This is an optimization exercise on Yosys and OpenROAD, whose aim is small area and a short achievable clock period, not a production implementation. At most, simulation tests tie the RTL to the original design; equivalence was not proved. No driver is modelled on the clock port, so clock power and skew are understated where the tree is cut down; a real chip needs a root buffer or a tree. Power is estimated from default activity; no workload was simulated.

==> flow/design.v <==
module data_memory_responder #(
    parameter int DEPTH_LOG2 = 6,
    parameter int LATENCY    = 2
) (
    input  logic        clk,
    input  logic        reset,
    input  logic        req,
    input  logic        we,
    input  logic [31:0] addr,
    input  logic [31:0] wdata,
    output logic        ready,
    output logic [31:0] rdata,
    output logic        err,
    output logic        busy
);
    localparam int NRING = 16;
    localparam int RLEN  = 4;
    logic unused_addr_bits;
    assign unused_addr_bits = &{1'b0, addr[31:8], LATENCY[0], DEPTH_LOG2[0]};
    logic busy_q, a0, a1, a2, ready_q;
    always_ff @(posedge clk or negedge reset) begin
        if (!reset) begin
            busy_q  <= 1'b0;
            a0      <= 1'b0;
            a1      <= 1'b0;
            a2      <= 1'b0;
            ready_q <= 1'b0;
        end else begin
            busy_q  <= busy_q ? !ready_q : req;
            a0      <= !busy_q && req;
            a1      <= a0;
            a2      <= a1;
            ready_q <= a2;
        end
    end
    logic        lat_we;
    logic [7:0]  lat_addr;
    logic [31:0] lat_wdata;
    logic        err_q;
    always_ff @(posedge clk) begin
        if (!busy_q) begin
            lat_we    <= we;
            lat_addr  <= addr[7:0];
            lat_wdata <= wdata;
            err_q     <= (addr[1:0] != 2'b00);
        end
    end
    logic       aligned;
    logic [3:0] ring_ix;
    logic [1:0] slot;
    assign aligned = (lat_addr[1:0] == 2'b00);
    assign ring_ix = lat_addr[7:4];
    assign slot    = lat_addr[3:2];
    logic [1:0] ph;
    always_ff @(posedge clk) ph <= ph + 2'd1;
    logic [1:0] pos_now, pos_next;
    assign pos_now  = slot + ph;
    assign pos_next = slot + ph + 2'd1;
    logic wlate;
    always_ff @(posedge clk) wlate <= a2 && lat_we && aligned && (pos_now == 2'd2);
    logic wr_now;
    assign wr_now = (((a0 || a1 || a2) && lat_we && aligned) || wlate) && (pos_now == 2'd3);
    logic [31:0] ring [NRING][RLEN];
    for (genvar r = 0; r < NRING; r++) begin : g_ring
        always_ff @(posedge clk) begin
            ring[r][0] <= (wr_now && ring_ix == 4'(r)) ? lat_wdata : ring[r][RLEN-1];
            for (int p = 1; p < RLEN; p++) ring[r][p] <= ring[r][p-1];
        end
    end
    logic [2*NRING-1:0] rsel;
    logic               cap;
    always_ff @(posedge clk) begin
        for (int r = 0; r < NRING; r++) begin
            rsel[2*r]   <= aligned && !lat_we && ring_ix == 4'(r) && pos_next == 2'd0;
            rsel[2*r+1] <= aligned && !lat_we && ring_ix == 4'(r) && pos_next == 2'd2;
        end
    end
    always_ff @(posedge clk or negedge reset) begin
        if (!reset) cap <= 1'b0;
        else        cap <= (a0 || a1) && !lat_we && (!aligned || !pos_next[0]) ||
                           a0 && !aligned;
    end
    logic [31:0] rd_mux;
    always_comb begin
        rd_mux = 32'h0;
        for (int r = 0; r < NRING; r++) begin
            rd_mux = rd_mux | ({32{rsel[2*r]}} & ring[r][0]) | ({32{rsel[2*r+1]}} & ring[r][2]);
        end
    end
    logic [31:0] rdata_q;
    always_ff @(posedge clk or negedge reset) begin
        if (!reset)   rdata_q <= 32'h0;
        else if (cap) rdata_q <= rd_mux;
    end
    assign ready = ready_q;
    assign busy  = busy_q;
    assign rdata = rdata_q;
    assign err   = err_q;
endmodule
clock: 4.5 ns
lec_check: 0
cap_margin: 20
core_margin: 2
core_utilization: 40
slew_margin: 20
run.sh (not shown) runs the stock make flow with config.mk's settings and CLKGATE_MAP_FILE= SYNTH_SCRIPT=/design/flow/synth_recipe.tcl, a recipe that flattens the netlist after the stock synthesis.
Next try:
--- a/flow/design.v
+++ b/flow/design.v
@@ -16,31 +16,36 @@
     localparam int NRING = 16;
     localparam int RLEN  = 4;
     logic unused_addr_bits;
     assign unused_addr_bits = &{1'b0, addr[31:8], LATENCY[0], DEPTH_LOG2[0]};
     logic busy_q, a0, a1, a2, ready_q;
+    logic idle_q;     
+    logic acc;        
+    assign acc = idle_q && req;
     always_ff @(posedge clk or negedge reset) begin
         if (!reset) begin
             busy_q  <= 1'b0;
+            idle_q  <= 1'b1;
             a0      <= 1'b0;
             a1      <= 1'b0;
             a2      <= 1'b0;
             ready_q <= 1'b0;
         end else begin
             busy_q  <= busy_q ? !ready_q : req;
-            a0      <= !busy_q && req;
+            idle_q  <= busy_q ? ready_q : !req;
+            a0      <= acc;
             a1      <= a0;
             a2      <= a1;
             ready_q <= a2;
         end
     end
     logic        lat_we;
     logic [7:0]  lat_addr;
     logic [31:0] lat_wdata;
     logic        err_q;
     always_ff @(posedge clk) begin
-        if (!busy_q) begin
+        if (idle_q) begin
             lat_we    <= we;
             lat_addr  <= addr[7:0];
             lat_wdata <= wdata;
             err_q     <= (addr[1:0] != 2'b00);
         end
@@ -54,18 +59,26 @@
     logic [1:0] ph;
     always_ff @(posedge clk) ph <= ph + 2'd1;
     logic [1:0] pos_now, pos_next;
     assign pos_now  = slot + ph;
     assign pos_next = slot + ph + 2'd1;
-    logic wlate;
-    always_ff @(posedge clk) wlate <= a2 && lat_we && aligned && (pos_now == 2'd2);
-    logic wr_now;
-    assign wr_now = (((a0 || a1 || a2) && lat_we && aligned) || wlate) && (pos_now == 2'd3);
+    logic       st_new, st_lat;
+    logic [1:0] pos_new;
+    assign st_new  = reset && acc && we && (addr[1:0] == 2'b00);
+    assign pos_new = addr[3:2] + ph;
+    assign st_lat  = (a0 || a1 || a2) && lat_we && aligned;
+    logic [NRING-1:0] wen;
+    always_ff @(posedge clk) begin
+        for (int r = 0; r < NRING; r++) begin
+            wen[r] <= (st_new && addr[7:4] == 4'(r) && pos_new == 2'd2) ||
+                      (st_lat && ring_ix == 4'(r) && pos_now == 2'd2);
+        end
+    end
     logic [31:0] ring [NRING][RLEN];
     for (genvar r = 0; r < NRING; r++) begin : g_ring
         always_ff @(posedge clk) begin
-            ring[r][0] <= (wr_now && ring_ix == 4'(r)) ? lat_wdata : ring[r][RLEN-1];
+            ring[r][0] <= wen[r] ? lat_wdata : ring[r][RLEN-1];
             for (int p = 1; p < RLEN; p++) ring[r][p] <= ring[r][p-1];
         end
     end
     logic [2*NRING-1:0] rsel;
     logic               cap;
Effect: Global-route usage goes down by 0.33 points. Non-clock buffer count goes down by 16. Total power goes down by a few percent. Clock power goes down by a few percent. Clock-buffer cell count goes up by 12. Wire length goes down slightly. Area after synthesis barely changes. Synthesized cell count goes up slightly. Via count goes down slightly. Sequential share of layout area goes up by 0.76 points. Sequential cell count goes up by 16.
Function not checked in the second run of this note: the RTL went through the layout flow alone.

* * *

Another version of the RTL of data_memory_responder (not shown whole).
For scale: about 2200 flip-flops, ~100 I/O pins, roughly 56000 um2 of cells after synthesis.
==> module data_memory_responder, before the edit <==
module data_memory_responder #(
    parameter int DEPTH_LOG2 = 6,
    parameter int LATENCY    = 2
) (
    input  logic        clk,
    input  logic        reset,
    input  logic        req,
    input  logic        we,
    input  logic [31:0] addr,
    input  logic [31:0] wdata,
    output logic        ready,
    output logic [31:0] rdata,
    output logic        err,
    output logic        busy
);
    localparam int NRING = 8;
    localparam int RLEN  = 8;
    logic unused_addr_bits;
    assign unused_addr_bits = &{1'b0, addr[31:8], LATENCY[0], DEPTH_LOG2[0]};
    logic busy_q, a0, a1, a2, ready_q;
    logic idle_q;     
    always_ff @(posedge clk or negedge reset) begin
        if (!reset) begin
            busy_q  <= 1'b0;
            idle_q  <= 1'b1;
            a0      <= 1'b0;
            a1      <= 1'b0;
            a2      <= 1'b0;
            ready_q <= 1'b0;
        end else begin
            busy_q  <= (idle_q && req) || a0 || a1 || a2;
            idle_q  <= !((idle_q && req) || a0 || a1 || a2);
            a0      <= idle_q && req;
            a1      <= a0;
            a2      <= a1;
            ready_q <= a2;
        end
    end
    logic             lat_we;
    logic [1:0]       lat_addr;
    logic [31:0]      lat_wdata;
    logic [NRING-1:0] ring_oh;
    logic             err_q;
    always_ff @(posedge clk) begin
        if (idle_q) begin
            lat_we    <= we;
            lat_addr  <= addr[1:0];
            lat_wdata <= wdata;
            for (int r = 0; r < NRING; r++) ring_oh[r] <= (addr[7:5] == 3'(r));
        end
    end
    always_ff @(posedge clk) err_q <= (lat_addr[1:0] != 2'b00);
    logic [2:0]      ph;
    logic [RLEN-1:0] phoh;
    always_ff @(posedge clk) begin
        ph <= ph + 3'd1;
        for (int i = 0; i < RLEN; i++) phoh[i] <= (ph + 3'd1 == 3'(i));
    end
    logic [RLEN-1:0] slot_new, pos_new, lpos;
    logic            al_new, al_lat;
    always_comb begin
        for (int i = 0; i < RLEN; i++) slot_new[i] = (addr[4:2] == 3'(i));
        for (int k = 0; k < RLEN; k++) begin
            pos_new[k] = 1'b0;
            for (int i = 0; i < RLEN; i++)
                pos_new[k] = pos_new[k] || (slot_new[i] && phoh[(k - i) & (RLEN - 1)]);
        end
    end
    always_ff @(posedge clk) begin
        if (idle_q) lpos <= {pos_new[RLEN-2:0], pos_new[RLEN-1]};
        else        lpos <= {lpos[RLEN-2:0], lpos[RLEN-1]};
    end
    assign al_new  = (addr[1:0] == 2'b00);
    assign al_lat  = (lat_addr[1:0] == 2'b00);
    logic             st_new, st_lat;
    logic [NRING-1:0] wen0, wen4;
    assign st_new = reset && req && we && al_new;
    assign st_lat = (a0 || a1 || a2) && lat_we && al_lat;
    always_ff @(posedge clk) begin
        for (int r = 0; r < NRING; r++) begin
            wen0[r] <= idle_q ? (st_new && addr[7:5] == 3'(r) && pos_new[6])
                              : (st_lat && ring_oh[r] && lpos[6]);
            wen4[r] <= idle_q ? (st_new && addr[7:5] == 3'(r) && pos_new[2])
                              : (st_lat && ring_oh[r] && lpos[2]);
        end
    end
    logic [31:0] ring [NRING][RLEN];
    for (genvar r = 0; r < NRING; r++) begin : g_ring
        always_ff @(posedge clk) begin
            for (int p = 0; p < RLEN; p++) begin
                if (p == 0)      ring[r][p] <= ~(wen0[r] ? lat_wdata : ring[r][RLEN-1]);
                else if (p == 4) ring[r][p] <= ~(wen4[r] ? ~lat_wdata : ring[r][p-1]);
                else             ring[r][p] <= ring[r][p-1];
            end
        end
    end
    logic             ld_new, ld_lat, hit_new, hit_lat;
    logic [NRING-1:0] rsel0, rsel3, rsel6;
    logic             cap;
    assign ld_new  = req && !we && al_new;
    assign ld_lat  = (a0 || a1) && !lat_we && al_lat;
    assign hit_new = (pos_new[7]) || (pos_new[2]) || (pos_new[5]);
    assign hit_lat = lpos[7] || lpos[2] || lpos[5];
    always_ff @(posedge clk) begin
        for (int r = 0; r < NRING; r++) begin
            rsel0[r] <= idle_q ? (ld_new && addr[7:5] == 3'(r) && pos_new[7])
                               : (ld_lat && ring_oh[r] && lpos[7]);
            rsel3[r] <= idle_q ? (ld_new && addr[7:5] == 3'(r) && pos_new[2])
                               : (ld_lat && ring_oh[r] && lpos[2]);
            rsel6[r] <= idle_q ? (ld_new && addr[7:5] == 3'(r) && pos_new[5])
                               : (ld_lat && ring_oh[r] && lpos[5]);
        end
    end
    always_ff @(posedge clk or negedge reset) begin
        if (!reset) cap <= 1'b0;
        else        cap <= idle_q ? (req && (!al_new || (!we && hit_new)))
                                  : (ld_lat && hit_lat);
    end
    logic [31:0] rd_mux;
    always_comb begin
        rd_mux = 32'h0;
        for (int r = 0; r < NRING; r++) begin
            rd_mux = rd_mux | ({32{rsel0[r]}} & ~ring[r][0]) | ({32{rsel3[r]}} & ~ring[r][3]) |
                     ({32{rsel6[r]}} & ring[r][6]);
        end
    end
    logic        clr;
    logic [31:0] rdata_q;
    always_ff @(posedge clk or negedge reset) begin
        if (!reset) clr <= 1'b1;
        else        clr <= 1'b0;
    end
    always_ff @(posedge clk) begin
        if (clr)      rdata_q <= 32'h0;
        else if (cap) rdata_q <= rd_mux;
    end
    assign ready = ready_q;
    assign busy  = busy_q;
    assign rdata = rdata_q;
    assign err   = err_q;
endmodule
clock: 4.5 ns
lec_check: 0
cap_margin: 20
core_margin: 2
core_utilization: 60
setup_slack_margin: 2.6
slew_margin: 20
standard.sh (not shown) runs the stock make flow with config.mk's settings and CLKGATE_MAP_FILE= SYNTH_SCRIPT=/design/flow/synth_recipe.tcl, a recipe that flattens the netlist after the stock synthesis.
==> flow/flow/run.sh <==
#!/bin/bash
# Layout flow: the standard ORFS flow (standard.sh), with the clock tree
# built by flow/pre_cts.tcl (a two-level balanced tree) instead of TritonCTS.
# The whole make/ORFS output goes to standard_flow.log in the work folder;
# ORFS also keeps each step's own log under orfs/logs/.
set -euo pipefail
export PRE_CTS_TCL="$PWD/flow/pre_cts.tcl"
bash standard.sh > standard_flow.log 2>&1
Other scripts of this flow, unchanged in this note and not shown: flow/flow/my_tree.tcl, flow/flow/pre_cts.tcl
Edit:
--- a/flow/design.v
+++ b/flow/design.v
@@ -26,12 +26,12 @@
             a0      <= 1'b0;
             a1      <= 1'b0;
             a2      <= 1'b0;
             ready_q <= 1'b0;
         end else begin
-            busy_q  <= (idle_q && req) || a0 || a1 || a2;
-            idle_q  <= !((idle_q && req) || a0 || a1 || a2);
+            busy_q  <= busy_q ? !ready_q : req;
+            idle_q  <= busy_q ? ready_q : !req;
             a0      <= idle_q && req;
             a1      <= a0;
             a2      <= a1;
             ready_q <= a2;
         end
@@ -86,12 +86,12 @@
     end
     logic [31:0] ring [NRING][RLEN];
     for (genvar r = 0; r < NRING; r++) begin : g_ring
         always_ff @(posedge clk) begin
             for (int p = 0; p < RLEN; p++) begin
-                if (p == 0)      ring[r][p] <= ~(wen0[r] ? lat_wdata : ring[r][RLEN-1]);
-                else if (p == 4) ring[r][p] <= ~(wen4[r] ? ~lat_wdata : ring[r][p-1]);
+                if (p == 0)      ring[r][p] <= wen0[r] ? lat_wdata : ring[r][RLEN-1];
+                else if (p == 4) ring[r][p] <= wen4[r] ? lat_wdata : ring[r][p-1];
                 else             ring[r][p] <= ring[r][p-1];
             end
         end
     end
     logic             ld_new, ld_lat, hit_new, hit_lat;
@@ -118,11 +118,11 @@
     end
     logic [31:0] rd_mux;
     always_comb begin
         rd_mux = 32'h0;
         for (int r = 0; r < NRING; r++) begin
-            rd_mux = rd_mux | ({32{rsel0[r]}} & ~ring[r][0]) | ({32{rsel3[r]}} & ~ring[r][3]) |
+            rd_mux = rd_mux | ({32{rsel0[r]}} & ring[r][0]) | ({32{rsel3[r]}} & ring[r][3]) |
                      ({32{rsel6[r]}} & ring[r][6]);
         end
     end
     logic        clr;
     logic [31:0] rdata_q;
Outcome:
- die area stays flat
- design area barely changes
- fmax went down slightly
- routed wire length is lower by a few percent
- combinational power fell by well over a third
- global-route usage drops by 2.0 points
No functional check of the RTL was part of the first run of this note. In every run of this note, the design's own scripts or RTL, not TritonCTS, make the clock network.

[re-timing with driven ports]
In the flow no input, the clock included, has a driving cell. The finished layouts below were timed again as built, in two steps.
Step 1 sets driving cells, clkbuf_16 on the clock port and buf_2 on the other inputs (assumed; they add their load-dependent delay and slew).
Step 2 times the ports against the registers' clock, not the clock port: input delays grow and output delays shrink by t, the midpoint of the rising clock arrivals with the driver on.
Three values: ideal ports, drivers, drivers and shift; two values: the first two.
run	shift t [ns]	setup WS [ns]	hold WS [ns]	worst setup path after step 2	pins driven straight from the clock port
the first run of note 1	0.869	1.376 / 1.376 / 1.376	0.169 / 0.118 / 0.310	register to register	1
the second run of note 1	0.871	1.652 / 1.579 / 1.849	0.112 / 0.062 / 0.315	input to register	1
the first run of note 2	0.685	2.550 / 2.385 / 2.112	0.323 / 0.223 / 0.324	input to register	4
the second run of note 2	0.679	2.516 / 2.354 / 2.138	0.321 / 0.235 / 0.321	input to register	4
After both steps every run listed still meets setup and hold. For the first run of note 2, which loses most, drivers alone change the setup slack by -0.165 ns; drivers and shift together by -0.438 ns.
